What follows belongs to an exercise in optimizing a design on an open flow for a short achievable clock period and few clock cycles; a production flow would make more cautious choices.
Where RTL was checked, it was by simulation tests only, not by an equivalence proof against the original.
For runs 1, 4 and 5, only the layout was checked, not whether the RTL still works.
In every run shown here, the design's own scripts or RTL, not TritonCTS, make the clock network.
The flow treats the clock pin as an ideal source. Dropping or thinning the clock tree relies on that and would not hold on a real chip.
No activity file was given, so power comes from the tool's default toggle rates.

[flow/design.v]
`timescale 1ns/10ps
`default_nettype none
module axi_mem (
  input  wire        aclk,
  input  wire        arstn,
  input  wire [3:0]  arid,
  input  wire [31:0] araddr,
  input  wire [3:0]  arlen,
  input  wire [2:0]  arsize,
  input  wire        arvalid,
  output wire        arready,
  input  wire [3:0]  awid,
  input  wire [31:0] awaddr,
  input  wire [3:0]  awlen,
  input  wire [2:0]  awsize,
  input  wire        awvalid,
  output wire        awready,
  input  wire [31:0] wdata,
  input  wire [3:0]  wstrb,
  input  wire        wlast,
  input  wire        wvalid,
  output wire        wready,
  output wire [3:0]  rid,
  output wire [31:0] rdata,
  output wire [1:0]  rresp,
  output wire        rlast,
  output wire        rvalid,
  input  wire        rready,
  output wire [3:0]  bid,
  output wire [1:0]  bresp,
  output wire        bvalid,
  input  wire        bready
);
  reg [1023:0] mem;
  reg [31:0]   sb_sel;    
  reg [3:0]    sb_ben;    
  reg [31:0]   sb_data;
  integer      i;
  always @(posedge aclk) begin
    for (i = 0; i < 128; i = i + 1)
      if (sb_ben[i%4] && sb_sel[i/4]) mem[8*i +: 8] <= sb_data[8*(i%4) +: 8];
  end
  reg        r_busy;      
  wire       r_idle = ~r_busy;    
  reg        arready_q;   
  reg        r_start;     
  reg        rvalid_q;
  reg        rvalid_o;    
  reg        rlast_o;     
  reg [1:0]  ra;          
  reg [4:0]  rw;          
  reg [31:0] rsel;        
  reg        rhz, rho;    
  reg [2:0]  rsz;
  reg [3:0]  rcnt;        
  reg [3:0]  rid_q;
  reg [31:0] rdata_q, rdata_h;    
  reg        rerr_q, rerr_h, rlast_q;
  reg [3:0]  rid_h;
  wire       r_end  = rvalid_q & rready & rlast_q;
  wire       r_ld   = r_start | (rvalid_q & rready & ~rlast_q);
  wire [2:0] r_off  = (rsz == 3'd0) ? {1'b0, ra} + 3'd1 :
                      (rsz == 3'd1) ? {1'b0, ra} + 3'd2 : {1'b1, ra};
  wire       r_wc   = r_off[2];                   
  wire       r_hc   = r_wc & (rw == 5'd31);       
  wire       r_low  = (rw == 5'd31) &
                      (((rsz == 3'd1) & (ra == 2'd3)) | ((rsz == 3'd2) & (ra != 2'd0)));
  wire       r_err  = (rsz > 3'd2) | ~rhz | r_low;
  reg [31:0] r_word;
  integer    k;
  always @* begin
    r_word = 32'd0;
    for (k = 0; k < 32; k = k + 1)
      r_word = r_word | (mem[32*k +: 32] & {32{rsel[k]}});
  end
  always @(posedge aclk or negedge arstn) begin
    if (!arstn) begin
      r_busy   <= 1'b0;
      arready_q <= 1'b0;
      r_start  <= 1'b0;
      rvalid_q <= 1'b0;
      rvalid_o <= 1'b0;
    end else begin
      r_start  <= r_idle & arvalid;
      r_busy   <= r_idle ? arvalid : ~r_end;
      arready_q <= r_idle ? ~arvalid : r_end;
      rvalid_q <= r_start | (rvalid_o & ~r_end);
      rvalid_o <= r_start | (rvalid_q & ~r_end);
    end
  end
  always @(posedge aclk) begin
    if (r_idle) begin
      ra   <= araddr[1:0];
      rw   <= araddr[6:2];
      rsel <= 32'd1 << araddr[6:2];
      rhz  <= araddr[31:7] == 25'd0;
      rho  <= &araddr[31:7];
      rsz  <= arsize;
      rcnt <= arlen;
    end else if (r_ld) begin
      ra   <= r_off[1:0];
      rw   <= rw + {4'd0, r_wc};
      rsel <= r_wc ? {rsel[30:0], rsel[31]} : rsel;
      rhz  <= r_hc ? rho : rhz;
      rho  <= rho & ~r_hc;
      rcnt <= rcnt - 4'd1;
    end
  end
  always @(posedge aclk or negedge arstn) begin
    if (!arstn) begin
      rlast_q <= 1'b0;
      rlast_o <= 1'b0;
    end else begin
      rlast_q <= r_ld ? (rcnt == 4'd0) : rlast_o;
      rlast_o <= r_ld ? (rcnt == 4'd0) : rlast_q;
    end
  end
  always @(posedge aclk) begin
    rid_q   <= r_idle ? arid : rid_h;
    rid_h   <= r_idle ? arid : rid_q;
    rdata_q <= r_ld ? (r_err ? 32'd0 : r_word) : rdata_h;
    rdata_h <= r_ld ? (r_err ? 32'd0 : r_word) : rdata_q;
    rerr_q  <= r_ld ? r_err : rerr_h;
    rerr_h  <= r_ld ? r_err : rerr_q;
  end
  assign arready = arready_q;
  assign rvalid  = rvalid_o;
  assign rid     = rid_q;
  assign rdata   = rdata_q;
  assign rresp   = {rerr_q, 1'b0};
  assign rlast   = rlast_o;
  reg        w_busy;      
  wire       w_idle = ~w_busy;    
  reg        awready_q;   
  wire       w_open  = ~bvalid_q;   
  reg        wready_q;    
  reg        bvalid_q;
  reg        bvalid_o;    
  reg        bresp_q;
  reg [3:0]  bid_q;
  reg        sticky;      
  reg        a0;          
  reg        a0s;         
  reg        ws0, ws1, ws2, wsb;    
  reg [1:0]  n_off,  p_off;
  reg [31:0] n_sel,  p_sel;
  reg        n_w31,  p_w31;
  reg        n_hz,   p_hz;
  reg        n_ho,   p_ho;
  reg [3:0]  n_rem,  p_rem;
  reg        n_err,  p_err;
  reg [3:0]  n_lane, p_lane;
  reg        n_last, p_last;
  reg        n_wc,   p_wc;
  reg        sa_v;
  reg [31:0] sa_data;
  reg [3:0]  sa_strb;
  reg        sa_last;     
  reg [3:0]  sa_ben;      
  reg [31:0] sa_sel;
  wire       w_hs   = wvalid & w_open;
  wire       b_end  = bvalid_q & bready;
  function automatic [3:0] f_mask(input [2:0] sz);
    f_mask = (sz == 3'd0) ? 4'b0001 : (sz == 3'd1) ? 4'b0011 : 4'b1111;
  endfunction
  function automatic [2:0] f_off(input [2:0] sz, input [1:0] off);
    f_off = (sz == 3'd0) ? {1'b0, off} + 3'd1 :
            (sz == 3'd1) ? {1'b0, off} + 3'd2 : {1'b1, off};
  endfunction
  function automatic f_err(input [2:0] sz, input hz, input w31, input [1:0] off);
    f_err = (sz > 3'd2) | ~hz |
            (w31 & (((sz == 3'd1) & (off == 2'd3)) | ((sz == 3'd2) & (off != 2'd0))));
  endfunction
  function automatic [3:0] g_lane(input [1:0] off);
    g_lane = ws0 ? (4'b0001 << off) : ws1 ? (4'b0011 << off) : (4'b1111 << off);
  endfunction
  function automatic [2:0] g_off(input [1:0] off);
    g_off = ws0 ? {1'b0, off} + 3'd1 : ws1 ? {1'b0, off} + 3'd2 : {1'b1, off};
  endfunction
  function automatic g_err(input hz, input w31, input [1:0] off);
    g_err = wsb | ~hz | (w31 & ((ws1 & (off == 2'd3)) | (ws2 & (off != 2'd0))));
  endfunction
  wire [4:0] b_w    = awaddr[6:2];
  wire [1:0] b_o    = awaddr[1:0];
  wire       b_hz   = awaddr[31:7] == 25'd0;
  wire       b_ho   = &awaddr[31:7];
  wire       b_w31  = b_w == 5'd31;
  wire [31:0] b_sel = 32'd1 << b_w;
  wire       b_err  = f_err(awsize, b_hz, b_w31, b_o);
  wire [2:0] b_off  = f_off(awsize, b_o);
  wire       b_wc   = b_off[2];
  wire       b_hc   = b_wc & b_w31;
  wire [1:0] b1_o   = b_off[1:0];
  wire [31:0] b1_sel = b_wc ? {b_sel[30:0], b_sel[31]} : b_sel;
  wire       b1_w31 = b_wc ? (b_w == 5'd30) : b_w31;
  wire       b1_hz  = b_hc ? b_ho : b_hz;
  wire       b1_ho  = b_ho & ~b_hc;
  wire [2:0] b1_off = f_off(awsize, b1_o);
  wire [2:0] nx_o3  = g_off(n_off);
  wire [1:0] nx_off = nx_o3[1:0];
  wire [31:0] nx_sel = n_wc ? {n_sel[30:0], n_sel[31]} : n_sel;
  wire       nx_w31 = n_wc ? n_sel[30] : n_w31;
  wire       nx_hz  = (n_wc & n_w31) ? n_ho : n_hz;
  wire       nx_ho  = n_ho & ~(n_wc & n_w31);
  wire [3:0] nx_rem = n_rem - 4'd1;
  wire [2:0] nx_o4  = g_off(nx_off);
  wire [2:0] px_o3  = g_off(p_off);
  wire [1:0] px_off = px_o3[1:0];
  wire [31:0] px_sel = p_wc ? {p_sel[30:0], p_sel[31]} : p_sel;
  wire       px_w31 = p_wc ? p_sel[30] : p_w31;
  wire       px_hz  = (p_wc & p_w31) ? p_ho : p_hz;
  wire       px_ho  = p_ho & ~(p_wc & p_w31);
  wire [3:0] px_rem = p_rem - 4'd1;
  wire [2:0] px_o4  = g_off(px_off);
  wire       e_err  = a0s ? p_err  : n_err;
  wire [3:0] e_lane = a0s ? p_lane : n_lane;
  wire       e_last = a0s ? p_last : n_last;
  wire [31:0] e_sel = a0s ? p_sel  : n_sel;
  wire       e_bad  = e_err | (wlast != e_last);
  wire       bad0   = a0 & (n_err | (sa_last != n_last));
  wire       sticky_now = sticky | bad0;
  wire       b_set0 = w_idle & awvalid & w_hs & (awlen == 4'd0);
  wire       b_set1 = w_busy & w_hs & e_last;
  wire       b_next = b_set0 | b_set1 | (bvalid_q & ~bready);
  always @(posedge aclk or negedge arstn) begin
    if (!arstn) begin
      w_busy    <= 1'b0;
      awready_q <= 1'b0;
      bvalid_q  <= 1'b0;
      bvalid_o  <= 1'b0;
      wready_q  <= 1'b0;
      bid_q     <= 4'd0;
      bresp_q   <= 1'b0;
      sa_v      <= 1'b0;
    end else begin
      w_busy    <= w_idle ? awvalid : ~b_end;
      awready_q <= w_idle ? ~awvalid : b_end;
      bvalid_q  <= b_set0 | b_set1 | (bvalid_o & ~bready);
      bvalid_o  <= b_next;
      wready_q  <= ~b_next;
      sa_v      <= w_hs;
      if (w_idle) bid_q <= awid;
      if (b_set0)      bresp_q <= b_err | ~wlast;
      else if (b_set1) bresp_q <= sticky_now | e_bad;
    end
  end
  always @(posedge aclk) begin
    a0 <= w_idle & w_hs;
    if (w_idle | w_hs) a0s <= w_idle & w_hs;
    sticky <= w_idle ? 1'b0 : (sticky_now | (w_hs & e_bad));
    if (w_idle) begin
      ws0    <= awsize == 3'd0;
      ws1    <= awsize == 3'd1;
      ws2    <= awsize == 3'd2;
      wsb    <= awsize > 3'd2;
      n_off  <= b_o;
      n_sel  <= b_sel;
      n_w31  <= b_w31;
      n_hz   <= b_hz;
      n_ho   <= b_ho;
      n_rem  <= awlen;
      n_err  <= b_err;
      n_lane <= f_mask(awsize) << b_o;
      n_last <= awlen == 4'd0;
      n_wc   <= b_wc;
      p_off  <= b1_o;
      p_sel  <= b1_sel;
      p_w31  <= b1_w31;
      p_hz   <= b1_hz;
      p_ho   <= b1_ho;
      p_rem  <= awlen - 4'd1;
      p_err  <= f_err(awsize, b1_hz, b1_w31, b1_o);
      p_lane <= f_mask(awsize) << b1_o;
      p_last <= awlen == 4'd1;
      p_wc   <= b1_off[2];
    end else begin
      if (w_hs) begin                    
        n_off  <= a0s ? px_off : nx_off;
        n_sel  <= a0s ? px_sel : nx_sel;
        n_w31  <= a0s ? px_w31 : nx_w31;
        n_hz   <= a0s ? px_hz  : nx_hz;
        n_ho   <= a0s ? px_ho  : nx_ho;
        n_rem  <= a0s ? px_rem : nx_rem;
        n_err  <= a0s ? g_err(px_hz, px_w31, px_off) : g_err(nx_hz, nx_w31, nx_off);
        n_lane <= a0s ? g_lane(px_off) : g_lane(nx_off);
        n_last <= a0s ? (p_rem == 4'd1) : (n_rem == 4'd1);
        n_wc   <= a0s ? px_o4[2] : nx_o4[2];
      end
    end
  end
  always @(posedge aclk) begin
    sa_data <= wdata;
    sa_strb <= wstrb;
    sa_last <= wlast;
    sa_ben  <= e_lane & wstrb & {4{~e_err}};
    sa_sel  <= e_sel;
    sb_data <= sa_data;
    sb_ben  <= (a0 ? (n_lane & sa_strb & {4{~n_err}}) : sa_ben) & {4{sa_v}};
    sb_sel  <= a0 ? n_sel : sa_sel;
  end
  assign awready = awready_q;
  assign wready  = wready_q;
  assign bvalid  = bvalid_o;
  assign bid     = bid_q;
  assign bresp   = {bresp_q, 1'b0};
endmodule
`default_nettype wire
[flow/flow/run.sh]
#!/bin/bash
# Standard ORFS flow (the standard.sh) with three changes:
# - the ports get sky130_fd_sc_hd__buf_8 buffers (sized later as usual)
#   instead of the delay cells buffer_ports picks by default;
# - before CTS, flow/move_hook.tcl moves each output's flip-flop next to the
#   port's output buffer;
# - the clock tree is built by flow/cts_hook.tcl (sourced before CTS; it
#   replaces clock_tree_synthesis): 4 root buffers on the clock port, each
#   driving the leaf buffers of one quadrant.
# The make output goes to standard_flow.log; each tool's own logs stay under
# orfs/logs.
set -euo pipefail
export FLOW_CTS_LEAVES=64
export FLOW_CTS_LEAF_CELL=sky130_fd_sc_hd__clkbuf_16
export FLOW_CTS_ROOT_CELL=sky130_fd_sc_hd__clkbuf_16
export FLOW_MOVE_OUTPUTS=1
cat flow/move_hook.tcl flow/cts_hook.tcl > pre_cts.tcl
bash standard.sh finish PRE_CTS_TCL=$PWD/pre_cts.tcl \
  BUFFER_PORTS_ARGS="-buffer_cell sky130_fd_sc_hd__buf_8" > standard_flow.log 2>&1
[flow/flow/cts_hook.tcl]
# Clock tree built by hand: the clock port drives 4 root buffers (one per
# quadrant of the sinks), each root drives the leaf buffers of its quadrant,
# and each leaf drives a compact, equal-sized group of flip-flop clock pins.
# Every sink sits behind exactly two buffers of the same type, so the tree is
# balanced; it replaces TritonCTS, which adds a third level.
proc my_bisect {pts nleaf} {
  # pts: list of {x y iterm}; split along the longer side into groups whose
  # sizes follow the number of leaves on each side
  if {$nleaf <= 1} { return [list $pts] }
  set xs [lmap p $pts {lindex $p 0}]
  set ys [lmap p $pts {lindex $p 1}]
  set w [expr {[tcl::mathfunc::max {*}$xs] - [tcl::mathfunc::min {*}$xs]}]
  set h [expr {[tcl::mathfunc::max {*}$ys] - [tcl::mathfunc::min {*}$ys]}]
  set k [expr {$w >= $h ? 0 : 1}]
  set s [lsort -integer -index $k $pts]
  set n [llength $s]
  set n1 [expr {$nleaf / 2}]
  set n2 [expr {$nleaf - $n1}]
  set m [expr {($n * $n1) / $nleaf}]
  return [concat [my_bisect [lrange $s 0 [expr {$m - 1}]] $n1] \
                 [my_bisect [lrange $s $m end] $n2]]
}

proc my_centroid {pts} {
  set sx 0; set sy 0
  foreach p $pts { set sx [expr {$sx + [lindex $p 0]}]; set sy [expr {$sy + [lindex $p 1]}] }
  set n [llength $pts]
  return [list [expr {$sx / $n}] [expr {$sy / $n}]]
}

proc clock_tree_synthesis {args} {
  if {[info exists ::env(FLOW_MOVE_OUTPUTS)] && $::env(FLOW_MOVE_OUTPUTS)} {
    my_move_output_flops
  }
  set nroot 4
  set nleaf $::env(FLOW_CTS_LEAVES)
  set leafcell $::env(FLOW_CTS_LEAF_CELL)
  set rootcell $::env(FLOW_CTS_ROOT_CELL)
  set db [ord::get_db]
  set block [ord::get_db_block]
  set clk [$block findNet aclk]
  set lm [$db findMaster $leafcell]
  set rm [$db findMaster $rootcell]
  set pts {}
  foreach it [$clk getITerms] {
    set bb [[$it getInst] getBBox]
    lappend pts [list [expr {([$bb xMin] + [$bb xMax]) / 2}] [expr {([$bb yMin] + [$bb yMax]) / 2}] $it]
  }
  puts "my_cts: [llength $pts] sinks, $nroot roots, $nleaf leaves"
  set per_root [expr {$nleaf / $nroot}]
  set quads [my_bisect $pts $nroot]
  set li 0
  set ri 0
  foreach q $quads {
    set rnet [odb::dbNet_create $block "clknet_root_$ri"]
    $rnet setSigType CLOCK
    set leaves [my_bisect $q $per_root]
    set lpts {}
    foreach g $leaves {
      set c [my_centroid $g]
      set inst [odb::dbInst_create $block $lm "clkbuf_leaf_$li"]
      $inst setLocation [lindex $c 0] [lindex $c 1]
      $inst setPlacementStatus PLACED
      set lnet [odb::dbNet_create $block "clknet_leaf_$li"]
      $lnet setSigType CLOCK
      foreach p $g {
        set it [lindex $p 2]
        $it disconnect
        $it connect $lnet
      }
      [$inst findITerm X] connect $lnet
      [$inst findITerm A] connect $rnet
      lappend lpts [list [lindex $c 0] [lindex $c 1]]
      puts "my_cts: leaf $li root $ri sinks [llength $g] at $c"
      incr li
    }
    set c [my_centroid $lpts]
    set rinst [odb::dbInst_create $block $rm "clkbuf_root_$ri"]
    $rinst setLocation [lindex $c 0] [lindex $c 1]
    $rinst setPlacementStatus PLACED
    [$rinst findITerm X] connect $rnet
    [$rinst findITerm A] connect $clk
    puts "my_cts: root $ri at $c"
    incr ri
  }
  global_connect
  set_propagated_clock [all_clocks]
}
[flow/flow/move_hook.tcl]
# Move each output's flip-flop (and the gate that feeds its D pin from its
# own Q, if any) next to the port's output buffer, so that the flip-flop
# drives a short wire. Flip-flops whose Q feeds more logic stay.
proc my_move_output_flops {} {
  set block [ord::get_db_block]
  set moved 0
  foreach bt [$block getBTerms] {
    if {[$bt getIoType] ne "OUTPUT"} { continue }
    set pnet [$bt getNet]
    if {$pnet eq "NULL"} { continue }
    set ob ""
    foreach it [$pnet getITerms] { if {[$it isOutputSignal]} { set ob [$it getInst] } }
    if {$ob eq ""} { continue }
    set a [$ob findITerm A]
    if {$a eq "NULL"} { continue }
    set qnet [$a getNet]
    if {$qnet eq "NULL"} { continue }
    set ff ""
    foreach it [$qnet getITerms] { if {[$it isOutputSignal]} { set ff [$it getInst] } }
    if {$ff eq ""} { continue }
    set mname [[$ff getMaster] getName]
    if {![string match "*__df*" $mname] && ![string match "*__edf*" $mname]} { continue }
    set loads {}
    foreach it [$qnet getITerms] { if {![$it isOutputSignal]} { lappend loads [$it getInst] } }
    set d [$ff findITerm D]
    set g ""
    if {$d ne "NULL" && [$d getNet] ne "NULL"} {
      foreach it [[$d getNet] getITerms] { if {[$it isOutputSignal]} { set g [$it getInst] } }
    }
    # besides the output buffer, Q may feed one gate (the hold path of an
    # enable): that gate and the D driver move along
    set others {}
    foreach l $loads { if {$l ne $ob} { lappend others $l } }
    if {[llength $others] > 1} { puts "my_move: keep [$ff getName] ([llength $loads] loads)"; continue }
    set loc [$ob getLocation]
    $ff setLocation [lindex $loc 0] [lindex $loc 1]
    foreach o $others { $o setLocation [lindex $loc 0] [lindex $loc 1] }
    if {$g ne "" && [llength $others] == 1} { $g setLocation [lindex $loc 0] [lindex $loc 1] }
    incr moved
  }
  puts "my_move: moved $moved output flip-flops"
}
[flow/standard.sh]
#!/bin/bash
# synth_recipe.tcl (not shown) runs the flow's synth.tcl, then flattens the netlist and writes it again
# the make line also repeats each setting of config.mk as NAME=value (left out here)
make -C /OpenROAD-flow-scripts/flow DESIGN_CONFIG=/design/flow/config.mk WORK_HOME=/design/flow/orfs CLKGATE_MAP_FILE= SYNTH_SCRIPT=/design/flow/synth_recipe.tcl "${@:-finish}"
[flow/config.mk]
export PLATFORM = sky130hd
export DESIGN_NAME = axi_mem
export DESIGN_NICKNAME = axi_mem
export VERILOG_FILES = /design/flow/design.v
export SDC_FILE = /design/flow/constraint.sdc
export NUM_CORES = 4
export LEC_CHECK = 0
export CAP_MARGIN = 20
export CORE_MARGIN = 2
export CORE_UTILIZATION = 55
export SETUP_SLACK_MARGIN = 4.0
export SLEW_MARGIN = 20
export TNS_END_PERCENT = 100
[flow/constraint.sdc]
create_clock -name core_clock -period 6.0 [get_ports {aclk}]
set_input_delay 1.2000 -clock core_clock [delete_from_list [all_inputs] [get_ports {aclk}]]
set_output_delay 1.2000 -clock core_clock [all_outputs]
set_load 0.01 [all_outputs]
==> summary.md, run 1 <==
| Metric | Value |
|---|---|
| Status | no timing/DRC/antenna violations |
| Highest Clock Rate | 418 MHz |
| Final slew viol count | 0 |
| CP max FO | 8 |
| Fraction of registers with async set/reset | 0.0128 |
| Avg WL per Cell | 37.2 um |
| Mapped cell area | 51600 um^2 |
| Core area | 93200 um^2 |
| Main flop type after synthesis | edfxtp_1 |
| Initial core utilization | 0.553 |
| Total grt overflow | 0 |
| First-pass GRT wire length | 232000 um |
| Critical path class | primary input to register |
| Adder-Cell Fraction of Synth Area | 0.00388 |
| PD cells | 459 nW/um^2 |
| Met2 usage | 0.561 |
| Clock Latency Late Sink | 0.51 ns |
| Synth Area in Simple Gates | 0.0638 |
| I/O Pins | 180 |
| Clock share of power | 0.172 |
| Post-synthesis compound-gate area fraction | 0.109 |
| Leakage | 21.1 nW |
| Critical Path RT | 6.24 ns |
| GRT Resource Usage Total | 0.345 |
| Most frequent cells in the layout | edfxtp_1 (1173), a22oi_1 (400), buf_8 (180) |
| Number of global-route vias before repair | 30500 |
| Cell variety after synth | 66 |
| Clock Skews | 0.0278 ns |
| Crit path time final | 2.39 ns |
| YS warnings | 1 |
| Sw frac | 0.361 |
| Final ANT Viol Nets | 0 |
| Internal | 18.1 mW |
| Drt total wl | 175000 um |
| Final Hold Viols | 0 |
| Sequential Power Share | 0.465 |
| Via-to-Cell Ratio | 6.84 |
| Die Ht | 310 um |
| Area post-placement | 55800 um^2 |
| Arr. time, crit path | 2.63 ns |
| Final Cell Area | 61600 um^2 |
| Clock Pin Slew Worst Setup and Hold Paths | 0.08 ns |
| Largest net degree at the start of global routing | 53 |
| Layout cells sized above 1 | 0.257 |
| Hold/Removal Path Class | register to register |
| Startpoint types | primary input |
| Slew Limit Headroom | 0.243 |
| Synth Instances | 3183 |
| Maxcap violations | 0 |
| Global-route track usage on met1 | 0.475 |
| Final Cycle Share | 0.398 |
| RSZ-0062 raised after global routing | yes |
| Worst-Margin Slew | 1.13 ns |
| Post-synth top area cell | edfxtp_1 |
| GR peak layer | met2 |
| Synth top area share | 0.683 |
| Placer congestion estimate | 0.849 |
| Num rows | 112 |
| Setup TNS | 0 ns |
| Sequential area share after synthesis | 0.776 |
| Critical Path End Type | register |
| Met3 Usage GRT | 0.0544 |
| Initial antenna violation count | 10 |
| Combinational share of power | 0.363 |
| Starting DRC count in detailed routing | 4969 |
| Die Wd | 310 um |
| Area delta synth->final | 19.4% |
| Nets | 3593 |
| Top cells by area, synth | edfxtp_1 (68%), dfxtp_1 (8.4%), a22oi_1 (7.5%), nand4_1 (1.7%), mux2_2 (1.6%) |
| Buffers on Ports | 177 |
| Seq cells post-synth | 1408 |
| Combinational family with the most area after synthesis | compound AO/OA/AOI/OAI gates |
| Mux share of post-synthesis cell area | 0.0245 |
| Peak VDD IR | 0.360 mV |
| Drt first pass iters | 6 |
| Most common cell after layout, fill and taps aside | edfxtp_1 |
| Via Count | 32200 |
| Final setup viols | 0 |
| Final HPWL DP | 91600 um |
| Die area | 96200 um^2 |
| EDFF count, synth | 1173 |
| Synth Area in XOR/XNOR | 0.00340 |
| Syn_area_per_cell | 16.2 um^2 |
| DRC viols | 0 |
| Net switching power | 10.2 mW |
==> final timing paths <==
path	from	end	slack [ns]	cells after the start
min reg2reg	sa_data[20]$_DFF_P_	sb_data[20]$_DFF_P_	0.33	0
min	sa_data[20]$_DFF_P_	sb_data[20]$_DFF_P_	0.33	0
max	awsize[0]	p_sel[14]$_DFFE_PN_	3.61	9
min in group asynchronous	arstn	bvalid_o$_DFF_PN0_	0.50	1
max in group asynchronous	arstn	r_busy$_DFF_PN0_	5.32	1
max reg2reg	rsel[15]$_DFFE_PP_	rdata_q[13]$_DFF_P_	3.77	8
==> synthesized netlist by cell type, types with 11 or more instances <==
| master | instances |
|---|---|
| dfxtp_1 | 217 |
| a21o_1 | 69 |
| buf_2 | 11 |
| a22o_1 | 24 |
| inv_1 | 33 |
| a21oi_1 | 24 |
| ha_1 | 16 |
| mux2i_1 | 42 |
| clkbuf_1 | 176 |
| nor2b_1 | 13 |
| nand3_1 | 15 |
| edfxtp_1 | 1173 |
| nor4_1 | 48 |
| dfrtp_1 | 18 |
| buf_1 | 23 |
| xnor2_1 | 13 |
| o21ai_0 | 62 |
| nor3_1 | 14 |
| a22oi_1 | 513 |
| o22ai_1 | 41 |
| and2_1 | 130 |
| nor2_1 | 89 |
| nand2b_1 | 12 |
| nand2_1 | 94 |
| mux2_2 | 75 |
| nand4_1 | 142 |
==> power groups by stage <==
stage                     Combinational, mW  Sequential (mW)  Clock (mW)
final                                  10.2             13.1        4.86
after global routing                   10.4             13.2        5.14
after CTS                              8.79             13.0        4.84
after detailed placement               6.85             13.4           0
after global placement                 6.71             13.4           0
after floorplan                        3.97             12.6           0
==> registers in the layout (all words and copies together), names as in the netlist, 5 cells and up <==
signal   cells
sb_data     32
p_sel       32
mem       1024
rw           5
sa_data     32
rdata_h     32
n_sel       32
sb_sel      32
rsel        32
rdata_q     32
sa_sel      32
==> critical path, stage by stage <==
cell and delay, ns:
buf_12 0.10, nor3b_4 0.15, ha_4 0.15, o31a_1 0.13, buf_6 0.14, or2_4 0.28, nor3b_4 0.17, a21oi_4 0.24
nor2_1 0.07
==> final cells by class <==
| cell class | instances | area [um^2] |
|---|---|---|
| diodes | 5 | 12.5 |
| well taps | 1254 | 1570 |
| repair buffers | 408 | 5820 |
| multi-input cells | 1527 | 12300 |
| inverters | 34 | 130 |
| plain buffers | 68 | 1700 |
| flip-flops and latches | 1408 | 40100 |
| fillers | 6455 | 31600 |
==> per-layer routing <==
| layer | wire length [um] | share of wire |
|---|---|---|
| met4 | 8600 | 0.049 |
| met5 | 58 | 0.00033 |
| met2 | 82100 | 0.47 |
| met1 | 64100 | 0.37 |
| met3 | 20100 | 0.12 |
==> what timing repair did <==
| item | in CTS | in global routing |
|---|---|---|
| setup endpoints to repair | 377 | 403 |
| hold buffers | 0 | 0 |
| gates cloned | 15 | 14 |
| pin swaps | 82 | 123 |
| resized for setup | 251 | 211 |
| buffers inserted | 91 | 63 |
==> cells by family (layout without fill, tap and decap cells) <==
kind of cell / count (synthesis) / after routing
flops: 1408 / 1408
mux: 117 / 117
fa+ha+maj: 16 / 16
buf+inv: 250 / 510
xor+xnor: 20 / 20
compound gates: 778 / 779
simple gates: 593 / 593
other cells: 1 / 7
==> stage by stage <==
stage | instances | hold slack [ns] | worst slack, ns | utilization | total power, mW
2_1_floorplan | 3184 | 0.310 | 3.19 | - | 16.6
5_1_grt | 4699 | 0.335 | 3.55 | 0.661 | 28.8
3_5_place_dp | 4448 | 0.312 | 2.32 | 0.598 | 20.3
4_1_cts | 4622 | 0.332 | 3.65 | 0.642 | 26.7
3_3_place_gp | 4447 | 0.311 | 2.39 | 0.598 | 20.1
6_report | 4704 | 0.329 | 3.61 | 0.661 | 28.2
==> inputs of run 2 (changes only) <==
--- a/flow/design.v
+++ b/flow/design.v
@@ -144,13 +144,21 @@
   reg        ws0, ws1, ws2, wsb;    
   reg [1:0]  n_off,  p_off;
-  reg [31:0] n_sel,  p_sel;
-  reg        n_w31,  p_w31;
-  reg        n_hz,   p_hz;
-  reg        n_ho,   p_ho;
-  reg [3:0]  n_rem,  p_rem;
-  reg        n_err,  p_err;
+  reg [31:0] n_sel;
+  reg        n_w31;
+  reg        n_hz;
+  reg        n_ho;
+  reg [3:0]  n_rem;
+  reg        n_err;
   reg [3:0]  n_lane, p_lane;
   reg        n_last, p_last;
   reg        n_wc,   p_wc;
+  reg        n_hc;            
+  reg        p_low;           
+  wire [31:0] p_sel = n_wc ? {n_sel[30:0], n_sel[31]} : n_sel;
+  wire       p_w31  = n_wc ? n_sel[30] : n_w31;
+  wire       p_hz   = n_hc ? n_ho : n_hz;
+  wire       p_ho   = n_ho & ~n_hc;
+  wire [3:0] p_rem  = n_rem - 4'd1;
+  wire       p_err  = wsb | ~p_hz | (p_w31 & p_low);
   reg        sa_v;
   reg [31:0] sa_data;
@@ -192,8 +200,4 @@
   wire       b_hc   = b_wc & b_w31;
   wire [1:0] b1_o   = b_off[1:0];
-  wire [31:0] b1_sel = b_wc ? {b_sel[30:0], b_sel[31]} : b_sel;
-  wire       b1_w31 = b_wc ? (b_w == 5'd30) : b_w31;
-  wire       b1_hz  = b_hc ? b_ho : b_hz;
-  wire       b1_ho  = b_ho & ~b_hc;
   wire [2:0] b1_off = f_off(awsize, b1_o);
   wire [2:0] nx_o3  = g_off(n_off);
@@ -264,11 +268,7 @@
       n_last <= awlen == 4'd0;
       n_wc   <= b_wc;
+      n_hc   <= b_hc;
       p_off  <= b1_o;
-      p_sel  <= b1_sel;
-      p_w31  <= b1_w31;
-      p_hz   <= b1_hz;
-      p_ho   <= b1_ho;
-      p_rem  <= awlen - 4'd1;
-      p_err  <= f_err(awsize, b1_hz, b1_w31, b1_o);
+      p_low  <= ((awsize == 3'd1) & (b1_o == 2'd3)) | ((awsize == 3'd2) & (b1_o != 2'd0));
       p_lane <= f_mask(awsize) << b1_o;
       p_last <= awlen == 4'd1;
@@ -286,4 +286,5 @@
         n_last <= a0s ? (p_rem == 4'd1) : (n_rem == 4'd1);
         n_wc   <= a0s ? px_o4[2] : nx_o4[2];
+        n_hc   <= a0s ? (px_o4[2] & px_w31) : (nx_o4[2] & nx_w31);
       end
     end
--- a/flow/config.mk
+++ b/flow/config.mk
@@ -9,4 +9,5 @@
 export CORE_MARGIN = 2
 export CORE_UTILIZATION = 55
+export PLACE_DENSITY = 0.75
 export SETUP_SLACK_MARGIN = 4.0
 export SLEW_MARGIN = 20
==> summary.md, run 2 <==
| Metric | Value |
|---|---|
| Via Count | 31800 (-0.96%) |
| Post-synth top area cell | edfxtp_1 |
| Family with the most delay on the worst path | flip-flops |
| Seq cells post-synth | 1370 (-2.7%) |
| Startpoint types | register |
| Final Hold Viols | 0 (unchanged) |
| Sequential area share after synthesis | 0.774 (-0.00198) |
| Routed wire length on met2 | 72300 um (-12%) |
| Drt first pass iters | 6 (unchanged) |
| Arr. time, crit path | 1.04 ns (-1.59 ns) |
| Cell variety after synth | 62 (-6.1%) |
| Clock Skews | 0.0236 ns (-0.00418 ns) |
| Wl on met1 | 51600 um (-20%) |
| CP max-delay cell | dfrtp_1 |
| Top routing layer used | met4 |
| Starting DRC count in detailed routing | 5826 (+17%) |
| YS warnings | 1 (unchanged) |
| Post-route setup slack | 3.76 ns (+0.151 ns) |
| Setup TNS | 0 ns (unchanged) |
| Count leader, synth | edfxtp_1 |
| Final ANT Viol Nets | 0 (unchanged) |
| Die Wd | 306 um (-1.3%) |
| Core area | 90300 um^2 (-3.1%) |
| Largest net degree at the start of global routing | 73 (+38%) |
| Via-to-Cell Ratio | 7.08 (+3.6%) |
| Clock Pin Slew Worst Setup and Hold Paths | 0.09 ns (about the same) |
| Highest Clock Rate | 447 MHz (+6.7%) |
| Status | no timing/DRC/antenna violations |
| Biggest register | mem |
| GRT Resource Usage Total | 0.313 (-0.0315) |
| Main flop type after synthesis | edfxtp_1 |
| Peak VDD IR | 0.354 mV (-1.6%) |
| Syn_area_per_cell | 16.3 um^2 (+0.39%) |
| Critical Path Max Stage Delay | 0.42 ns (+0.14 ns) |
| PD cells | 469 nW/um^2 (+2.2%) |
| RSZ-0062 raised after global routing | yes |
| Critical Path End Type | output port |
| CP cell instances | buf_8 |
| Critical path class | register to output port |
| Initial core utilization | 0.556 (+0.00292) |
| DRC viols | 0 (unchanged) |
| Maxcap violations | 0 (unchanged) |
| I/O Pins | 180 (unchanged) |
| Num rows | 110 (-1.8%) |
| Mapped cell area | 50200 um^2 (-2.6%) |
| First-pass GRT wire length | 212000 um (-8.3%) |
| Drt total wl | 160000 um (-8.5%) |
| Fraction of registers with async set/reset | 0.0131 (+0.000355) |
| Avg WL per Cell | 35.6 um (-4.3%) |
| Hold_ws | 0.329 ns (+0.000102 ns) |
| Worst-Margin Slew | 1.19 ns (+0.0545 ns) |
| Crit path time final | 2.24 ns (-0.151 ns) |
| CP max FO | 2 (-6) |
| Most common cell after layout, fill and taps aside | edfxtp_1 |
| Nets | 3458 (-3.8%) |
| Leakage | 20.4 nW (-3.2%) |
| Final slew viol count | 0 (unchanged) |
| Number of global-route vias before repair | 30500 (+0.20%) |
| Most frequent cells in the layout | edfxtp_1 (1135), a22oi_1 (443), buf_8 (181) |
| Placer congestion estimate | 0.878 (+3.5%) |
| Post-synth top cells | edfxtp_1 (1135), a22oi_1 (513), dfxtp_1 (217) |
| Slew Limit Headroom | 0.206 (-0.0364) |
| Critical Path RT | 4.80 ns (-1.44 ns) |
| Synth Instances | 3088 (-3.0%) |
| EDFF count, synth | 1135 (-3.2%) |
| Clock Latency Late Sink | 0.50 ns (about the same) |
| Layout cells sized above 1 | 0.234 (-0.0223) |
| Final setup viols | 0 (unchanged) |
| Max reg flops | 1024 (unchanged) |
| Place WS | 2.84 ns (+0.515 ns) |
| Final HPWL DP | 84700 um (-7.5%) |
| Die Ht | 306 um (-1.3%) |
| Final Cycle Share | 0.373 (-0.0251) |
| Synth top area share | 0.678 (-0.00446) |
| Area delta synth->final | 18.0% |
| Top cells by area, synth | edfxtp_1 (68%), dfxtp_1 (8.6%), a22oi_1 (7.7%), nand4_1 (1.8%), mux2_2 (1.8%) |
| Buffers on Ports | 177 (unchanged) |
| Total grt overflow | 0 (unchanged) |
| Die area | 93800 um^2 (-2.6%) |
| Total power | 27.8 mW (-1.6%) |
| Metal3 WL | 24700 um (+22%) |
| Buf+Inv Stages, Crit Path | 1 (-1) |
| Initial antenna violation count | 5 (-5) |
| Hold/Removal Path Class | register to register |
[run 2: cell count changes in the layout (fill, tap and decap cells not counted), sizes merged, moves of 17 or more]
cell / delta
a32o: +29
and3: +17
buf: -50
edfxtp: -38
nand2: +21
nor2: -19
o21ai: -44
o22ai: -39
[run 2: what timing repair did]
item                                    in CTS  in global routing
cloned                                       9                 20
hold endpoints to repair                     0                  0
pin swaps                                   38                106
setup buffers                               63                 45
gates resized for setup                    189                176
hold buffers                                 0                  0
endpoints found under the setup margin     208                307
[run 2: power breakdown]
group | switching (mW) | leakage [nW] | internal [mW]
registers | 1.30 | 12.3 | 11.8
logic | 6.04 | 7.20 | 3.92
clock network | 2.75 | 0.838 | 2.00
total | 10.1 | 20.4 | 17.7
[run 2: layer usage]
metal / track usage / up-vias
li1: - / 12700
met1: 0.408 / 15500
met2: 0.502 / 2986
met3: 0.0716 / 610
met4: 0.149 / 0
met5: 0 / -
[run 2: kinds of logic (layout without fill, tap and decap cells)]
family	after synthesis	count (layout)	share of synthesized area
flops	1370	1370	0.774
compound gates	746	747	0.112
simple gates	583	583	0.0632
buf+inv	236	458	0.0182
mux	120	120	0.0260
xor+xnor	17	17	0.00296
fa+ha+maj	15	15	0.00369
other cells	1	11	0.0000747
[run 2: area by class of cell]
class,instances,area (um^2)
Sequential cell,1370,38900
Fill cell,5796,31000
Multi-Input combinational cell,1484,11900
Timing Repair Buffer,360,5110
Buffer,68,1700
Tap cell,1176,1470
Inverter,30,125
Antenna cell,9,22.5
[run 2: path summary, 6_finish.rpt]
check / start / depth (start not counted) / to / slack, ns
max in group asynchronous: arstn / 1 / r_busy$_DFF_PN0_ / 5.29
setup reg to reg: rsel[30]$_DFFE_PP_ / 9 / rdata_h[18]$_DFF_P_ / 3.84
min in group asynchronous: arstn / 1 / bid_q[3]$_DFFE_PN0N_ / 0.52
setup / recovery: bid_q[3]$_DFFE_PN0N_ / 1 / bid[3] / 3.76
hold / removal: sa_data[17]$_DFF_P_ / 0 / sb_data[17]$_DFF_P_ / 0.33
hold reg to reg: sa_data[17]$_DFF_P_ / 0 / sb_data[17]$_DFF_P_ / 0.33
[run 2: worst reg2reg max path: stages, from the launching register on]
cell	delay, ns
edfxtp_1	0.57
buf_6	0.22
clkbuf_16	0.16
buf_12	0.15
buf_12	0.14
a22oi_2	0.13
nand4_1	0.17
nor4_4	0.31
nor2_4	0.05
a21o_1	0.16
[run 2: stage by stage]
step	cells	area (um^2)	utilization
detailed placement	4282	54400	0.602
finish	4497	59300	0.657
CTS	4422	57700	0.639
global placement	4281	54400	0.602
global route	4488	59300	0.656
floorplan	3089	50800	-
Testbench counts of run 2, summed over its fixed seeds: cycles 84,364.
==> inputs of run 3 (changes only) <==
--- a/flow/config.mk
+++ b/flow/config.mk
@@ -9,5 +9,4 @@
 export CORE_MARGIN = 2
 export CORE_UTILIZATION = 55
-export PLACE_DENSITY = 0.75
 export SETUP_SLACK_MARGIN = 4.0
 export SLEW_MARGIN = 20
==> summary.md, run 3 <==
| Metric | Value |
|---|---|
| Status | no timing/DRC/antenna violations |
| Buf+Inv Stages, Crit Path | 1 (unchanged) |
| Main flop type after synthesis | edfxtp_1 |
| Area delta synth->final | 22.2% |
| Clock Pin Slew Worst Setup and Hold Paths | 0.08 ns (about the same) |
| Clock Skews | 0.0206 ns (-0.00301 ns) |
| Via Count | 32300 (+1.3%) |
| Nets | 3560 (+2.9%) |
| Family with the most delay on the worst path | flip-flops |
| Layout cells sized above 1 | 0.283 (+0.0487) |
| Mapped cell area | 50200 um^2 (unchanged) |
| YS warnings | 1 (unchanged) |
| Die Ht | 306 um (unchanged) |
| Crit path time final | 2.26 ns (+0.0253 ns) |
| Leakage | 21.2 nW (+4.2%) |
| First-pass GRT wire length | 241000 um (+13%) |
| Reg2reg setup slack | 3.81 ns (-0.03 ns) |
| Arr. time, crit path | 1.06 ns (+0.02 ns) |
| Drt total wl | 178000 um (+11%) |
| Placer congestion estimate | 0.840 (-4.4%) |
| Via-to-Cell Ratio | 7.02 (-0.88%) |
| Area post-placement | 54400 um^2 (about the same) |
| Post-synth top cells | edfxtp_1 (1135), a22oi_1 (513), dfxtp_1 (217) |
| Final setup viols | 0 (unchanged) |
| Sequential Area | 38900 um^2 (about the same) |
| Setup TNS | 0 ns (unchanged) |
| Most common cell after layout, fill and taps aside | edfxtp_1 |
| Syn_area_per_cell | 16.3 um^2 (unchanged) |
| Seq cells post-synth | 1370 (unchanged) |
| CP cell instances | buf_8 |
| Clock Latency Late Sink | 0.51 ns (about the same) |
| Most frequent cells in the layout | edfxtp_1 (1135), a22oi_1 (366), buf_8 (183) |
| Sequential area share after synthesis | 0.774 (unchanged) |
| EDFF count, synth | 1135 (unchanged) |
| Fraction of registers with async set/reset | 0.0131 (unchanged) |
| Synth top area share | 0.678 (unchanged) |
| Critical Path RT | 4.80 ns (about the same) |
| Final HPWL DP | 89500 um (+5.7%) |
| Synth Instances | 3088 (unchanged) |
| Die area | 93800 um^2 (unchanged) |
| Hold_ws | 0.330 ns (+0.000493 ns) |
| Place WS | 2.70 ns (-0.140 ns) |
| Startpoint types | register |
| Critical Path Max Stage Delay | 0.42 ns (about the same) |
| Initial core utilization | 0.556 (unchanged) |
| Avg WL per Cell | 38.7 um (+8.7%) |
| # fillers | 5967 (+3.0%) |
| Worst-Margin Slew | 1.17 ns (-0.0217 ns) |
| CP max-delay cell | dfrtp_1 |
| I/O Pins | 180 (unchanged) |
| Peak VDD IR | 0.373 mV (+5.5%) |
| Final slew viol count | 0 (unchanged) |
| Total grt overflow | 0 (unchanged) |
| Num rows | 110 (unchanged) |
| Count leader, synth | edfxtp_1 |
| RSZ-0062 raised after global routing | yes |
| Cell variety after synth | 62 (unchanged) |
| Drt first pass iters | 5 (-1) |
| Critical path class | register to output port |
| Final Cell Area | 61400 um^2 (+3.5%) |
| DRC viols | 0 (unchanged) |
| Hold/Removal Path Class | register to register |
| Maxcap violations | 0 (unchanged) |
| Number of global-route vias before repair | 30900 (+1.3%) |
| Highest Clock Rate | 442 MHz (-1.1%) |
| CP max FO | 2 (unchanged) |
| Post-route setup slack | 3.74 ns (-0.0253 ns) |
| Starting DRC count in detailed routing | 5748 (-1.3%) |
| Multi-input logic area | 12400 um^2 (+3.9%) |
| GRT Resource Usage Total | 0.368 (+0.0553) |
| Core area | 90300 um^2 (unchanged) |
| Largest net degree at the start of global routing | 70 (-4.1%) |
| Critical Path End Type | output port |
| Die Wd | 306 um (unchanged) |
| Total power | 29.8 mW (+7.3%) |
| Top cells by area, synth | edfxtp_1 (68%), dfxtp_1 (8.6%), a22oi_1 (7.7%), nand4_1 (1.8%), mux2_2 (1.8%) |
| Final ANT Viol Nets | 0 (unchanged) |
| PD cells | 486 nW/um^2 (+3.6%) |
| Max reg flops | 1024 (unchanged) |
| Post-CTS Hold Buffers | 0 (unchanged) |
| Final Hold Viols | 0 (unchanged) |
| Biggest register | mem |
| Initial antenna violation count | 10 (+5) |
| Post-synth top area cell | edfxtp_1 |
| Buffers on Ports | 177 (unchanged) |
| Final Cycle Share | 0.377 (+0.00422) |
| Slew Limit Headroom | 0.221 (+0.0145) |
[run 3: final cells by class]
type                            instances  area share
Antenna cell                            6    0.000245
Buffer                                 68      0.0277
Inverter                               30     0.00202
Multi-Input combinational cell       1484       0.202
Sequential cell                      1370       0.635
Tap cell                             1176      0.0240
Timing Repair Buffer                  462       0.110
[run 3: final timing paths]
check / depth (start not counted) / end / from
worst min-delay path: 0 / sb_data[25]$_DFF_P_ / sa_data[25]$_DFF_P_
min in group asynchronous: 1 / bvalid_o$_DFF_PN0_ / arstn
worst min register to register: 0 / sb_data[25]$_DFF_P_ / sa_data[25]$_DFF_P_
worst max register to register: 8 / rdata_h[22]$_DFF_P_ / rsel[3]$_DFFE_PP_
worst max-delay path: 1 / rvalid / rvalid_o$_DFF_PN0_
max in group asynchronous: 1 / r_busy$_DFF_PN0_ / arstn
[run 3: repair_timing]
action	in CTS	in global routing
pin swaps	114	139
gates cloned	35	6
resized for setup	349	177
setup endpoints to repair	227	505
buffers inserted	131	68
[run 3: kinds of logic (layout without fill, tap and decap cells)]
group                    Yosys count  after routing  share of synthesized area
flip-flops                      1370           1370                      0.774
AO/OA/AOI/OAI                    746            747                      0.112
AND/OR/NAND/NOR                  583            583                     0.0632
buffers and inverters            236            560                     0.0182
multiplexers                     120            120                     0.0260
XOR/XNOR                          17             17                    0.00296
adder cells (fa/ha/maj)           15             15                    0.00369
other                              1              8                  0.0000747
[run 3: metrics by stage]
stage | util | cells
after floorplan | - | 3089
after global placement | 0.602 | 4281
after detailed placement | 0.602 | 4281
after CTS | 0.662 | 4515
after global routing | 0.680 | 4590
final | 0.680 | 4596
[run 3: routing by layer]
| metal | vias to the layer above | global-route usage | wire length [um] |
|---|---|---|---|
| met5 | - | 0 | 26 |
| met4 | 4 | 0.169 | 10700 |
| met3 | 490 | 0.0802 | 23100 |
| met2 | 2400 | 0.579 | 81300 |
| met1 | 16400 | 0.496 | 62800 |
| li1 | 12900 | - | - |
[run 3: power by group]
group,switching [mW],internal [mW],leakage [nW]
registers,1.26,11.8,12.3
clock network,2.80,2.00,0.838
logic,6.98,4.99,8.05
==> inputs of run 4 (changes only) <==
--- a/flow/design.v
+++ b/flow/design.v
@@ -77,5 +77,4 @@
     if (!arstn) begin
       r_busy   <= 1'b0;
-      arready_q <= 1'b0;
       r_start  <= 1'b0;
       rvalid_q <= 1'b0;
@@ -84,5 +83,4 @@
       r_start  <= r_idle & arvalid;
       r_busy   <= r_idle ? arvalid : ~r_end;
-      arready_q <= r_idle ? ~arvalid : r_end;
       rvalid_q <= r_start | (rvalid_o & ~r_end);
       rvalid_o <= r_start | (rvalid_q & ~r_end);
@@ -107,14 +105,8 @@
     end
   end
-  always @(posedge aclk or negedge arstn) begin
-    if (!arstn) begin
-      rlast_q <= 1'b0;
-      rlast_o <= 1'b0;
-    end else begin
-      rlast_q <= r_ld ? (rcnt == 4'd0) : rlast_o;
-      rlast_o <= r_ld ? (rcnt == 4'd0) : rlast_q;
-    end
-  end
   always @(posedge aclk) begin
+    arready_q <= r_idle ? ~arvalid : r_end;
+    rlast_q <= r_ld ? (rcnt == 4'd0) : rlast_o;
+    rlast_o <= r_ld ? (rcnt == 4'd0) : rlast_q;
     rid_q   <= r_idle ? arid : rid_h;
     rid_h   <= r_idle ? arid : rid_q;
@@ -137,6 +129,6 @@
   reg        bvalid_q;
   reg        bvalid_o;    
-  reg        bresp_q;
-  reg [3:0]  bid_q;
+  reg        bresp_q, bresp_h;   
+  reg [3:0]  bid_q, bid_h;
   reg        sticky;      
   reg        a0;          
@@ -230,23 +222,23 @@
     if (!arstn) begin
       w_busy    <= 1'b0;
-      awready_q <= 1'b0;
       bvalid_q  <= 1'b0;
       bvalid_o  <= 1'b0;
-      wready_q  <= 1'b0;
-      bid_q     <= 4'd0;
-      bresp_q   <= 1'b0;
       sa_v      <= 1'b0;
     end else begin
       w_busy    <= w_idle ? awvalid : ~b_end;
-      awready_q <= w_idle ? ~awvalid : b_end;
       bvalid_q  <= b_set0 | b_set1 | (bvalid_o & ~bready);
       bvalid_o  <= b_next;
-      wready_q  <= ~b_next;
       sa_v      <= w_hs;
-      if (w_idle) bid_q <= awid;
-      if (b_set0)      bresp_q <= b_err | ~wlast;
-      else if (b_set1) bresp_q <= sticky_now | e_bad;
     end
   end
+  wire       bresp_nx = b_set0 ? (b_err | ~wlast) : (sticky_now | e_bad);
+  always @(posedge aclk) begin
+    awready_q <= w_idle ? ~awvalid : b_end;
+    wready_q  <= ~b_next;
+    bid_q     <= w_idle ? awid : bid_h;
+    bid_h     <= w_idle ? awid : bid_q;
+    bresp_q   <= (b_set0 | b_set1) ? bresp_nx : bresp_h;
+    bresp_h   <= (b_set0 | b_set1) ? bresp_nx : bresp_q;
+  end
   always @(posedge aclk) begin
     a0 <= w_idle & w_hs;
--- a/flow/flow/run.sh
+++ b/flow/flow/run.sh
@@ -11,5 +11,5 @@
 # orfs/logs.
 set -euo pipefail
-export FLOW_CTS_LEAVES=64
+export FLOW_CTS_LEAVES=56
 export FLOW_CTS_LEAF_CELL=sky130_fd_sc_hd__clkbuf_16
 export FLOW_CTS_ROOT_CELL=sky130_fd_sc_hd__clkbuf_16
==> summary.md, run 4 <==
| Metric | Value |
|---|---|
| Status | no timing/DRC/antenna violations |
| Area delta synth->final | 21.0% |
| CP cell instances | buf_12 > a22oi_2 > nand4_1 > nor4_4 > buf_4 > nor2_4 > a21o_1 |
| Drt total wl | 181000 um (+1.8%) |
| Combinational share of power | 0.402 (about the same) |
| Placer congestion estimate | 0.847 (+0.92%) |
| Clock Pin Slew Worst Setup and Hold Paths | 0.10 ns (+0.02 ns) |
| Synth Instances | 3128 (+1.3%) |
| Post-synth top cells | edfxtp_1 (1135), a22oi_1 (512), dfxtp_1 (232) |
| Crit path time final | 2.29 ns (+0.0294 ns) |
| Critical Path Max Stage Delay | 0.48 ns (+0.06 ns) |
| Biggest register | mem |
| Net switching power | 11.0 mW (-0.26%) |
| Place WS | 2.83 ns (+0.131 ns) |
| Worst-Margin Slew | 1.16 ns (-0.0103 ns) |
| Layout cells sized above 1 | 0.270 (-0.0133) |
| Startpoint types | register |
| Met3 Usage GRT | 0.0842 (+0.00404) |
| Initial antenna violation count | 16 (+6) |
| Critical path class | register to register |
| Sw frac | 0.374 (+0.00392) |
| Clock Latency Late Sink | 0.49 ns (-0.02 ns) |
| Final ANT Viol Nets | 0 (unchanged) |
| Sequential area share after synthesis | 0.772 (-0.00177) |
| Peak VDD IR | 0.297 mV (-21%) |
| Total grt overflow | 0 (unchanged) |
| Post-synth top area cell | edfxtp_1 |
| PD cells | 482 nW/um^2 (-0.73%) |
| Main flop type after synthesis | edfxtp_1 |
| Setup TNS | 0 ns (unchanged) |
| RSZ-0062 raised after global routing | yes |
| EDFF count, synth | 1135 (unchanged) |
| Core area | 91200 um^2 (+1.1%) |
| Clock share of power | 0.154 (-0.007) |
| Starting DRC count in detailed routing | 5672 (-1.3%) |
| Met2 usage | 0.583 (+0.00353) |
| GRT Resource Usage Total | 0.374 (+0.00552) |
| Drt first pass iters | 8 (+3) |
| Num rows | 111 (+0.91%) |
| Global-route track usage on met1 | 0.510 (+0.0144) |
| CP max FO | 33 (+31) |
| Buf+Inv Stages, Crit Path | 2 (+1) |
| Nets | 3573 (+0.37%) |
| Synth top area share | 0.676 (-0.00242) |
| First-pass GRT wire length | 244000 um (+1.3%) |
| CP max-delay cell | nor4_4 |
| Avg WL per Cell | 39.2 um (+1.3%) |
| Buffers on Ports | 177 (unchanged) |
| Count leader, synth | edfxtp_1 |
| Hold_ws | 0.330 ns (+0.000620 ns) |
| Post-route setup slack | 3.71 ns (-0.0294 ns) |
| Via-to-Cell Ratio | 7.00 (-0.29%) |
| CP Launch Point | rsel[26]$_DFFE_PP_ |
| Via Count | 32300 (+0.21%) |
| Mapped cell area | 50400 um^2 (+0.36%) |
| GR peak layer | met2 |
| Hold/Removal Path Class | register to register |
| YS warnings | 1 (unchanged) |
| Die Wd | 307 um (+0.18%) |
| Sequential Power Share | 0.444 (+0.007) |
| Family with the most delay on the worst path | simple AND/OR/NAND/NOR gates |
| Arr. time, crit path | 2.68 ns (+1.62 ns) |
| Most common cell after layout, fill and taps aside | edfxtp_1 |
| Largest net degree at the start of global routing | 76 (+8.6%) |
| # fillers | 6129 (+2.7%) |
| Slew Limit Headroom | 0.228 (+0.00688) |
| I/O Pins | 180 (unchanged) |
| Initial core utilization | 0.552 (-0.00388) |
| Leakage | 21.1 nW (-0.85%) |
| Final Hold Viols | 0 (unchanged) |
| Syn_area_per_cell | 16.1 um^2 (-0.92%) |
| Max reg flops | 1024 (unchanged) |
| Critical Path End Type | register |
| Maxcap violations | 0 (unchanged) |
| Worst hold start | sa_data[27]$_DFF_P_ |
| Die Ht | 307 um (+0.18%) |
| Final HPWL DP | 90900 um (+1.5%) |
| DRC viols | 0 (unchanged) |
| Final setup viols | 0 (unchanged) |
| Final slew viol count | 0 (unchanged) |
| Die area | 94100 um^2 (+0.35%) |
| Cell variety after synth | 58 (-6.5%) |
| Top cells by area, synth | edfxtp_1 (68%), dfxtp_1 (9.2%), a22oi_1 (7.6%), nand4_1 (1.8%), and2_1 (1.7%) |
| Most frequent cells in the layout | edfxtp_1 (1135), a22oi_1 (378), buf_8 (184) |
| Post-CTS Hold Buffers | 0 (unchanged) |
| Number of global-route vias before repair | 30800 (-0.44%) |
| Worst r2r src | rsel[26]$_DFFE_PP_ |
| Critical Path RT | 6.38 ns (+1.58 ns) |
| Fraction of registers with async set/reset | 0.00582 (-0.00732) |
| Final Cycle Share | 0.382 (+0.00490) |
| Clock Skews | 0.0251 ns (+0.00453 ns) |
| Highest Clock Rate | 436 MHz (-1.3%) |
| Internal | 18.4 mW (-1.9%) |
| Seq cells post-synth | 1375 (+0.36%) |
-- run 4: cell types whose count changed in the layout (fill, tap and decap cells not counted), sizes merged, moves of 7 or more --
cell / previous run / this run
a32o: 36 / 29
buf: 454 / 433
clkbuf: 74 / 67
dfrtp: 18 / 8
dfxtp: 217 / 232
mux2: 81 / 74
nand2: 115 / 149
-- run 4: routing by layer --
layer | wire length [um] | up-vias
met1 | 65600 | 16500
met4 | 10400 | 8
met3 | 22900 | 484
met5 | 56 | -
li1 | - | 13000
met2 | 82100 | 2357
-- run 4: timing repair --
action,CTS,global route
endpoints found under the setup margin,223,456
gates cloned,40,6
pin swaps,117,117
hold endpoints to repair,0,0
setup buffers,105,64
resized for setup,366,132
-- run 4: area by class of cell --
| cell class | instances | area, um^2 | share of cell area |
|---|---|---|---|
| antenna | 6 | 15.0 | 0.000246 |
| buffer | 60 | 1500 | 0.0246 |
| inverter | 30 | 129 | 0.00211 |
| multi-input combinational | 1518 | 12400 | 0.203 |
| sequential | 1375 | 39000 | 0.639 |
| tap | 1186 | 1480 | 0.0243 |
| timing repair buffer | 443 | 6470 | 0.106 |
| timing repair inverter | 1 | 7.51 | 0.000123 |
-- run 4: final timing paths --
kind / slack (ns) / end / cells past startpoint
worst max register to register: 3.71 / rdata_q[11]$_DFF_P_ / 7
worst max-delay path: 3.71 / rdata_q[11]$_DFF_P_ / 7
worst min-delay path: 0.33 / sb_data[27]$_DFF_P_ / 0
min in group asynchronous: 0.50 / rvalid_q$_DFF_PN0_ / 1
worst min register to register: 0.33 / sb_data[27]$_DFF_P_ / 0
max in group asynchronous: 5.34 / w_busy$_DFF_PN0_ / 1
-- run 4: power by group through the flow --
| stage | sequential (mW) | combinational, mW | clock [mW] |
|---|---|---|---|
| floorplan | 12.5 | 4.41 | 0 |
| global placement | 13.2 | 7.37 | 0 |
| detailed placement | 13.2 | 7.46 | 0 |
| CTS | 13.0 | 10.7 | 4.50 |
| global route | 13.2 | 12.0 | 4.81 |
| finish | 13.1 | 11.8 | 4.53 |
-- run 4: per-stage QoR --
step                instance area (um^2)  cells  utilization  power, mW
floorplan                          51000   3129            -       16.9
global placement                   54700   4337        0.599       20.5
finish                             61000   4619        0.669       29.4
CTS                                59700   4542        0.654       28.2
detailed placement                 54700   4337        0.599       20.7
global route                       61000   4613        0.669       29.9
-- run 4: logic make-up after synthesis --
| kind of cell | Yosys count | synth area share |
|---|---|---|
| AOI/OAI and AO/OA | 747 | 0.112 |
| xor gates and xnor gates | 17 | 0.00295 |
| adders and majority gates | 15 | 0.00367 |
| buffers and inverters | 236 | 0.0182 |
| DFF | 1375 | 0.772 |
| muxes | 114 | 0.0245 |
| other | 1 | 0.0000744 |
| and+or+nand+nor | 623 | 0.0664 |
==> inputs of run 5 (changes only) <==
--- a/flow/config.mk
+++ b/flow/config.mk
@@ -9,4 +9,5 @@
 export CORE_MARGIN = 2
 export CORE_UTILIZATION = 55
+export PLACE_DENSITY = 0.75
 export SETUP_SLACK_MARGIN = 4.0
 export SLEW_MARGIN = 20
==> summary.md, run 5 <==
| Metric | Value |
|---|---|
| Largest net degree at the start of global routing | 75 (-1.3%) |
| Status | no timing/DRC/antenna violations |
| Count leader, synth | edfxtp_1 |
| Multi-input logic area | 12100 um^2 (-2.2%) |
| Core area | 91200 um^2 (unchanged) |
| Via Count | 32500 (+0.59%) |
| Worst r2r src | rsel[19]$_DFFE_PP_ |
| Main flop type after synthesis | edfxtp_1 |
| Max reg flops | 1024 (unchanged) |
| GRT Resource Usage Total | 0.316 (-0.0577) |
| Placed cell count | 4341 (+0.092%) |
| Initial antenna violation count | 16 (unchanged) |
| Starting DRC count in detailed routing | 5821 (+2.6%) |
| Post-synth top cells | edfxtp_1 (1135), a22oi_1 (512), dfxtp_1 (232) |
| Clock Pin Slew Worst Setup and Hold Paths | 0.10 ns (about the same) |
| Die Wd | 307 um (unchanged) |
| Top cells by area, synth | edfxtp_1 (68%), dfxtp_1 (9.2%), a22oi_1 (7.6%), nand4_1 (1.8%), and2_1 (1.7%) |
| Mapped cell area | 50400 um^2 (unchanged) |
| Die area | 94100 um^2 (unchanged) |
| Hold/Removal Path Class | register to register |
| Worst-Margin Slew | 1.19 ns (+0.0329 ns) |
| Cell variety after synth | 58 (unchanged) |
| Area delta synth->final | 18.0% |
| Avg WL per Cell | 36.3 um (-7.3%) |
| Drt first pass iters | 8 (unchanged) |
| YS warnings | 1 (unchanged) |
| Slew Limit Headroom | 0.206 (-0.0219) |
| Critical Path RT | 6.38 ns (about the same) |
| Fraction of registers with async set/reset | 0.00582 (unchanged) |
| CP Launch Point | rsel[19]$_DFFE_PP_ |
| Final ANT Viol Nets | 0 (unchanged) |
| Seq cells post-synth | 1375 (unchanged) |
| Maxcap violations | 0 (unchanged) |
| Layout cells sized above 1 | 0.236 (-0.0333) |
| Most frequent cells in the layout | edfxtp_1 (1135), a22oi_1 (426), buf_8 (183) |
| Clock Skews | 0.0347 ns (+0.00963 ns) |
| Combinational share of power | 0.366 (-0.036) |
| Startpoint types | register |
| Most common cell after layout, fill and taps aside | edfxtp_1 |
| First-pass GRT wire length | 214000 um (-12%) |
| Crit path time final | 2.33 ns (+0.0403 ns) |
| Nets | 3510 (-1.8%) |
| Number of global-route vias before repair | 30100 (-2.0%) |
| R2R depth | 8 (+1) |
| Synth Instances | 3128 (unchanged) |
| Sw frac | 0.371 (-0.00364) |
| Final Cycle Share | 0.389 (+0.00671) |
| # fillers | 5894 (-3.8%) |
| Final setup viols | 0 (unchanged) |
| Via-to-Cell Ratio | 7.13 (+1.8%) |
| Die Ht | 307 um (unchanged) |
| Sequential Area | 39000 um^2 (about the same) |
| Total grt overflow | 0 (unchanged) |
| EDFF count, synth | 1135 (unchanged) |
| Post-synth top area cell | edfxtp_1 |
| Worst reg2reg endpoint | rdata_h[6]$_DFF_P_ |
| Final HPWL DP | 86400 um (-4.9%) |
| Crit path to | rdata_h[6]$_DFF_P_ |
| Post-CTS Hold Buffers | 0 (unchanged) |
| Final slew viol count | 0 (unchanged) |
| Highest Clock Rate | 428 MHz (-1.7%) |
| Clock share of power | 0.161 (+0.007) |
| Syn_area_per_cell | 16.1 um^2 (unchanged) |
| Critical path class | register to register |
| Arr. time, crit path | 2.71 ns (+0.03 ns) |
| Placer congestion estimate | 0.904 (+6.7%) |
| Clock Latency Late Sink | 0.50 ns (about the same) |
| Setup TNS | 0 ns (unchanged) |
| Critical Path End Type | register |
| RSZ-0062 raised after global routing | yes |
| Reg2reg setup slack | 3.67 ns (-0.04 ns) |
| Leakage | 20.4 nW (-3.0%) |
| Num rows | 111 (unchanged) |
| I/O Pins | 180 (unchanged) |
| Internal | 17.5 mW (-4.9%) |
| Sequential Power Share | 0.473 (+0.029) |
| Non-filler cells, final | 4563 (-1.2%) |
| Synth top area share | 0.676 (unchanged) |
| Net switching power | 10.3 mW (-6.4%) |
| Biggest register | mem |
| Final Hold Viols | 0 (unchanged) |
| PD cells | 468 nW/um^2 (-3.0%) |
| Buffers on Ports | 177 (unchanged) |
| Sequential area share after synthesis | 0.772 (unchanged) |
| Drt total wl | 166000 um (-8.4%) |
| DRC viols | 0 (unchanged) |
| Initial core utilization | 0.552 (unchanged) |
| CP max FO | 9 (-73%) |
| Peak VDD IR | 0.445 mV (+50%) |
run 5: power by group through the flow:
stage | combinational, mW | clock (mW) | sequential, mW
after floorplan | 4.41 | 0 | 12.5
after global placement | 7.05 | 0 | 13.2
after detailed placement | 7.26 | 0 | 13.2
after CTS | 8.13 | 4.43 | 13.0
after global routing | 10.3 | 4.75 | 13.2
final | 10.2 | 4.48 | 13.2
run 5: how the worst min path moves through the flow:
stage / startpoint / to / slack, ns / cells after the start
final: sa_data[2]$_DFF_P_ / sb_data[2]$_DFF_P_ / 0.33 / 0
after global routing: sa_data[29]$_DFF_P_ / sb_data[29]$_DFF_P_ / 0.34 / 0
after CTS: sa_data[16]$_DFF_P_ / sb_data[16]$_DFF_P_ / 0.33 / 0
after detailed placement: sa_data[15]$_DFF_P_ / sb_data[15]$_DFF_P_ / 0.31 / 0
after global placement: sa_data[28]$_DFF_P_ / sb_data[28]$_DFF_P_ / 0.31 / 0
after floorplan: sa_data[0]$_DFF_P_ / sb_data[0]$_DFF_P_ / 0.31 / 0
run 5: cells by family (layout without fill, tap and decap cells):
logic type,after synthesis,count (layout),share of synthesized area
muxes,114,114,0.0245
DFF,1375,1375,0.772
adders and majority gates,15,15,0.00367
xor gates and xnor gates,17,17,0.00295
and+or+nand+nor,623,623,0.0664
buffers and inverters,236,470,0.0182
AOI/OAI and AO/OA,747,748,0.112
other,1,15,0.0000744
run 5: layer usage:
| layer | GRT usage | vias up | wire, um |
|---|---|---|---|
| li1 | - | 12900 | - |
| met1 | 0.411 | 15800 | 53400 |
| met2 | 0.513 | 3161 | 74800 |
| met3 | 0.0826 | 642 | 26600 |
| met4 | 0.122 | 14 | 10900 |
| met5 | 0 | - | 83 |
run 5: per-stage QoR:
stage	power (mW)	area (um^2)	hold slack, ns	setup slack [ns]	utilization
2_1_floorplan	16.9	51000	0.310	3.64	-
3_3_place_gp	20.2	54700	0.314	2.91	0.599
3_5_place_dp	20.5	54700	0.312	2.90	0.599
4_1_cts	25.6	57500	0.333	3.76	0.630
5_1_grt	28.2	59500	0.341	3.72	0.652
6_report	27.8	59500	0.331	3.67	0.652
run 5: critical path, cell delays in order, from the launching register on:
cell      delay [ns]
edfxtp_1        0.49
buf_12          0.20
buf_4           0.20
a22oi_1         0.21
nand4_1         0.21
nor4_2          0.47
buf_4           0.24
nor2_4          0.04
a21o_1          0.16
run 5: timing repair:
item | 4_1_cts | 5_1_grt
cloned | 6 | 30
setup endpoints to repair | 218 | 242
resized for setup | 189 | 204
pin swaps | 46 | 112
buffers inserted | 50 | 62
run 5: area by class of cell:
class / count / area share
Sequential cell: 1375 / 0.656
Multi-Input combinational cell: 1519 / 0.204
Timing Repair Buffer: 379 / 0.0874
Buffer: 60 / 0.0252
Tap cell: 1186 / 0.0249
Inverter: 30 / 0.00206
Antenna cell: 13 / 0.000547
Timing Repair inverter: 1 / 0.000126

port drivers added, routing unchanged:
In the flow no input, the clock included, has a driving cell. The finished layouts below were timed again as built, in two steps. Step 1 sets driving cells, clkbuf_16 on the clock port and buf_2 on the other inputs (assumed; they add their load-dependent delay and slew). Step 2 times the ports against the registers' clock, not the clock port: input delays grow and output delays shrink by t, the midpoint of the rising clock arrivals with the driver on. a / b / c = ideal ports / drivers / drivers and shift; a / b = the first two.
run | t, ns | slack for setup (ns) | clock arrival spread, ns | cell pins on the clock port's net
run 1 | 0.655 | 3.610 / 3.572 / 3.061 | 0.029 / 0.029 | 4
run 2 | 0.645 | 3.761 / 3.603 / 3.396 | 0.028 / 0.028 | 4
run 3 | 0.652 | 3.735 / 3.583 / 3.359 | 0.024 / 0.024 | 4
run 4 | 0.637 | 3.706 / 3.582 / 3.411 | 0.025 / 0.025 | 4
run 5 | 0.637 | 3.666 / 3.605 / 3.428 | 0.035 / 0.035 | 4
After both steps setup and hold are still met in every run listed. The setup slack of run 1, which loses most, moves by -0.038 ns with the drivers and by -0.549 ns with both steps.
